What follows belongs to an exercise in optimizing a design on an open flow for small area; a production flow would make more cautious choices. Only simulation tests tie the RTL to the original design; equivalence was not proved. Power is estimated from default activity; no workload was simulated.

## cpuTop
module cpuTop (
	input logic clock,
	input logic reset,
	input cpuPkg::word_t memReadData,
	output cpuPkg::word_t memAddr,
	output cpuPkg::word_t memWriteData,
	output logic memWe,
	output logic fetchStrobe
);
Size in the first run: about 52 I/O pins, about 21000 um2 of cells after synthesis.
clock: 10.0 ns
lec_check: 0
cap_margin: 20
core_margin: 2
core_utilization: 40
slew_margin: 20
run.sh (not shown) runs the stock make flow with config.mk's settings and CLKGATE_MAP_FILE= SYNTH_SCRIPT=/design/flow/synth_recipe.tcl, a recipe that flattens the netlist after the stock synthesis.
The starting point finished clean.
Rerun with:
==> flow/flow/run.sh (new file) <==
#!/bin/bash
# The standard layout (standard.sh, with its standard synthesis) with two
# changes:
# - the port buffers are buf_1;
# - clock tree synthesis inserts no dummy loads and uses clkbuf_4 clusters.
# Each tool's output goes to the ORFS logs under orfs/logs; make's own
# output goes to standard.log.
set -euo pipefail
export BUFFER_PORTS_ARGS="-buffer_cell sky130_fd_sc_hd__buf_1"
export CTS_ARGS="-sink_clustering_enable -repair_clock_nets -dont_use_dummy_load -buf_list sky130_fd_sc_hd__clkbuf_4 -sink_clustering_size 10 -sink_clustering_max_diameter 40"
bash standard.sh finish > standard.log 2>&1
==> flow/standard.sh (new file) <==
#!/bin/bash
# synth_recipe.tcl (not shown) runs the flow's synth.tcl, then flattens the netlist and writes it again
# the make line also repeats each setting of config.mk as NAME=value (left out here)
make -C /OpenROAD-flow-scripts/flow DESIGN_CONFIG=/design/flow/config.mk WORK_HOME=/design/flow/orfs CLKGATE_MAP_FILE= SYNTH_SCRIPT=/design/flow/synth_recipe.tcl "${@:-finish}"
ABC_AREA = 1   (was unset)
CAP_MARGIN = 0   (was 20)
CORE_UTILIZATION = 60   (was 40)
SLEW_MARGIN = 0   (was 20)
removed: flow/run.sh
Outcome: Clock skew went up by 0.11 ns. Worst setup slack gets worse by 0.28 ns. Wire length rises slightly.

---

Another version of the RTL of cpuTop (not shown whole).
Size: roughly 900 cells after synthesis, roughly 52 I/O pins, ~0.0096 sq mm of cells after synthesis.
==> flow/design.v (excerpt) <==
module cpuTop (
	input logic clock,
	input logic reset,
	input logic [15:0] memReadData,
	output logic [15:0] memAddr,
	output logic [15:0] memWriteData,
	output logic memWe,
	output logic fetchStrobe
);
==> flow/config.mk <==
export PLATFORM = sky130hd
export DESIGN_NAME = cpuTop
export DESIGN_NICKNAME = cpuTop
export VERILOG_FILES = /design/flow/design.v
export SDC_FILE = /design/flow/constraint.sdc
export NUM_CORES = 4
export LEC_CHECK = 0
export ABC_AREA = 1
export CAP_MARGIN = 0
export CORE_MARGIN = 2
export CORE_UTILIZATION = 60
export SLEW_MARGIN = 0
==> flow/constraint.sdc <==
create_clock -name core_clock -period 10.0 [get_ports {clock}]
set_input_delay 2.0000 -clock core_clock [delete_from_list [all_inputs] [get_ports {clock}]]
set_output_delay 2.0000 -clock core_clock [all_outputs]
set_load 0.01 [all_outputs]
standard.sh (not shown) runs the stock make flow with config.mk's settings and CLKGATE_MAP_FILE= SYNTH_SCRIPT=/design/flow/synth_recipe.tcl, a recipe that flattens the netlist after the stock synthesis.
==> flow/flow/run.sh <==
#!/bin/bash
# The standard layout (standard.sh) with two changes: the port buffers
# are buf_1, and clock tree synthesis inserts no dummy loads and clusters
# more sinks per buffer. Each tool's output goes to the ORFS logs under orfs/;
# make's own output goes to standard.log.
set -euo pipefail
export BUFFER_PORTS_ARGS="-buffer_cell sky130_fd_sc_hd__buf_1"
export CTS_ARGS="-sink_clustering_enable -repair_clock_nets -dont_use_dummy_load -buf_list sky130_fd_sc_hd__clkbuf_4 -sink_clustering_size 10 -sink_clustering_max_diameter 60"
bash standard.sh > standard.log 2>&1
Edit:
==> flow/run.sh (new file) <==
#!/bin/bash
# synth_recipe.tcl (not shown) runs the flow's synth.tcl, then flattens the netlist and writes it again
# the make line also repeats each setting of config.mk as NAME=value (left out here)
make -C /OpenROAD-flow-scripts/flow DESIGN_CONFIG=/design/flow/config.mk WORK_HOME=/design/flow/orfs CLKGATE_MAP_FILE= SYNTH_SCRIPT=/design/flow/synth_recipe.tcl finish
Settings changed: ABC_AREA 1 to default, CAP_MARGIN 0 to 20, CORE_UTILIZATION 60 to 40, SLEW_MARGIN 0 to 20.
removed: flow/flow/run.sh
removed: flow/standard.sh
The new run passed the timing, design-rule and antenna checks; register-to-register slack degrades by 0.17 ns; routed wire length goes up by roughly a tenth; design area goes up by roughly a tenth; worst setup slack degrades by 0.89 ns; via count goes up slightly; final cell count goes up by a few percent; clock-buffer cell count goes up by 4; sequential cell count does not change; area after synthesis goes up slightly; utilization goes down by 16 points.
Edit:
==> flow/flow/run.sh (new file) <==
#!/bin/bash
# The standard layout (standard.sh) with three changes:
# - synthesis maps with an area-only ABC script (flow/abc_area.script, in a
#   copy of the ORFS scripts folder); the rest of synthesis is unchanged,
#   so the registers and their names are the standard synthesis's;
# - the port buffers are buf_1;
# - clock tree synthesis inserts no dummy loads and uses clkbuf_4 clusters.
# Each tool's output goes to the ORFS logs under orfs/logs; make's own
# output goes to standard.log.
set -euo pipefail
here=$(pwd)
rm -rf "$here/scripts"
cp -r "$FLOW_HOME/scripts" "$here/scripts"
cp "$here/flow/abc_area.script" "$here/scripts/abc_area.script"
export BUFFER_PORTS_ARGS="-buffer_cell sky130_fd_sc_hd__buf_1"
export CTS_ARGS="-sink_clustering_enable -repair_clock_nets -dont_use_dummy_load -buf_list sky130_fd_sc_hd__clkbuf_4 -sink_clustering_size 10 -sink_clustering_max_diameter 40"
bash standard.sh SCRIPTS_DIR="$here/scripts" finish > standard.log 2>&1
==> flow/flow/abc_area.script (new file) <==
strash
dch -f
amap
==> flow/standard.sh (new file) <==
#!/bin/bash
# synth_recipe.tcl (not shown) runs the flow's synth.tcl, then flattens the netlist and writes it again
# the make line also repeats each setting of config.mk as NAME=value (left out here)
make -C /OpenROAD-flow-scripts/flow DESIGN_CONFIG=/design/flow/config.mk WORK_HOME=/design/flow/orfs CLKGATE_MAP_FILE= SYNTH_SCRIPT=/design/flow/synth_recipe.tcl "${@:-finish}"
Settings changed: ABC_AREA from default to 1, CAP_MARGIN 20 to 0, CORE_UTILIZATION 40 to 60, SLEW_MARGIN 20 to 0.
removed: flow/run.sh
The changed run completed without violations; worst setup slack gets worse by 0.77 ns; clock skew came out higher by 0.099 ns; final cell count came out lower by about 20%; total power came out lower by about 18%; design area came out lower by about 20%.
Edit:
==> flow/flow/run.sh (replaced) <==
#!/bin/bash
# The standard layout (standard.sh) with two changes: the port buffers
# are buf_1, and clock tree synthesis inserts no dummy loads and clusters
# more sinks per buffer. Each tool's output goes to the ORFS logs under orfs/;
# make's own output goes to standard.log.
set -euo pipefail
export BUFFER_PORTS_ARGS="-buffer_cell sky130_fd_sc_hd__buf_1"
export CTS_ARGS="-sink_clustering_enable -repair_clock_nets -dont_use_dummy_load -buf_list sky130_fd_sc_hd__clkbuf_8 -sink_clustering_size 16 -sink_clustering_max_diameter 60"
bash standard.sh > standard.log 2>&1
removed: flow/flow/abc_area.script
The new run went through all stages and came out clean.
Total power decreases by a few percent.
Clock power increases by a little under a tenth.
Routed wire length increases by a little under a tenth.
Setup slack gets better by 1.8 ns.
Clock-buffer cell count decreases by 15.
Fmax increases by a quarter to a third.

[separate check: timing with driven ports]
Ports are ideal in the flow. The routed layouts listed here were re-timed in OpenROAD.
Step 1 assumes that a clkbuf_16 drives the clock port and a buf_2 every other input.
Step 2 adds t to the input delays and takes it off the output delays; t is the mean of the earliest and latest rising clock arrival at the registers after step 1. Input paths then give back, and output paths get back, about the clock's delay inside the block.
Slacks: ideal / step 1 / step 2; pairs: ideal / step 1.
| run | shift t [ns] | setup WS [ns] | worst setup path after step 2 | clock arrival spread, ns | cell pins on the clock port's net |
|---|---|---|---|---|---|
| the first run of note 1 | 0.599 | 2.915 / 2.915 / 2.915 | register to register | 0.029 / 0.029 | 1 |
| the second run of note 1 | 0.817 | 2.631 / 2.631 / 2.631 | register to register | 0.140 / 0.140 | 1 |
| the first run of note 2 | 0.637 | 2.433 / 2.398 / 2.968 | input to output | 0.053 / 0.053 | 1 |
| the second run of note 2 | 0.590 | 1.542 / 1.519 / 1.519 | input to output | 0.015 / 0.016 | 1 |
| the third run of note 2 | 0.616 | 0.773 / 0.735 / 1.350 | register to output | 0.114 / 0.113 | 1 |
| the fourth run of note 2 | 0.551 | 2.568 / 2.530 / 2.976 | input to output | 0.096 / 0.096 | 1 |
After both steps every run listed still meets setup and hold. For the second run of note 2, which loses most, drivers alone change the setup slack by -0.023 ns; drivers and shift together by -0.023 ns.
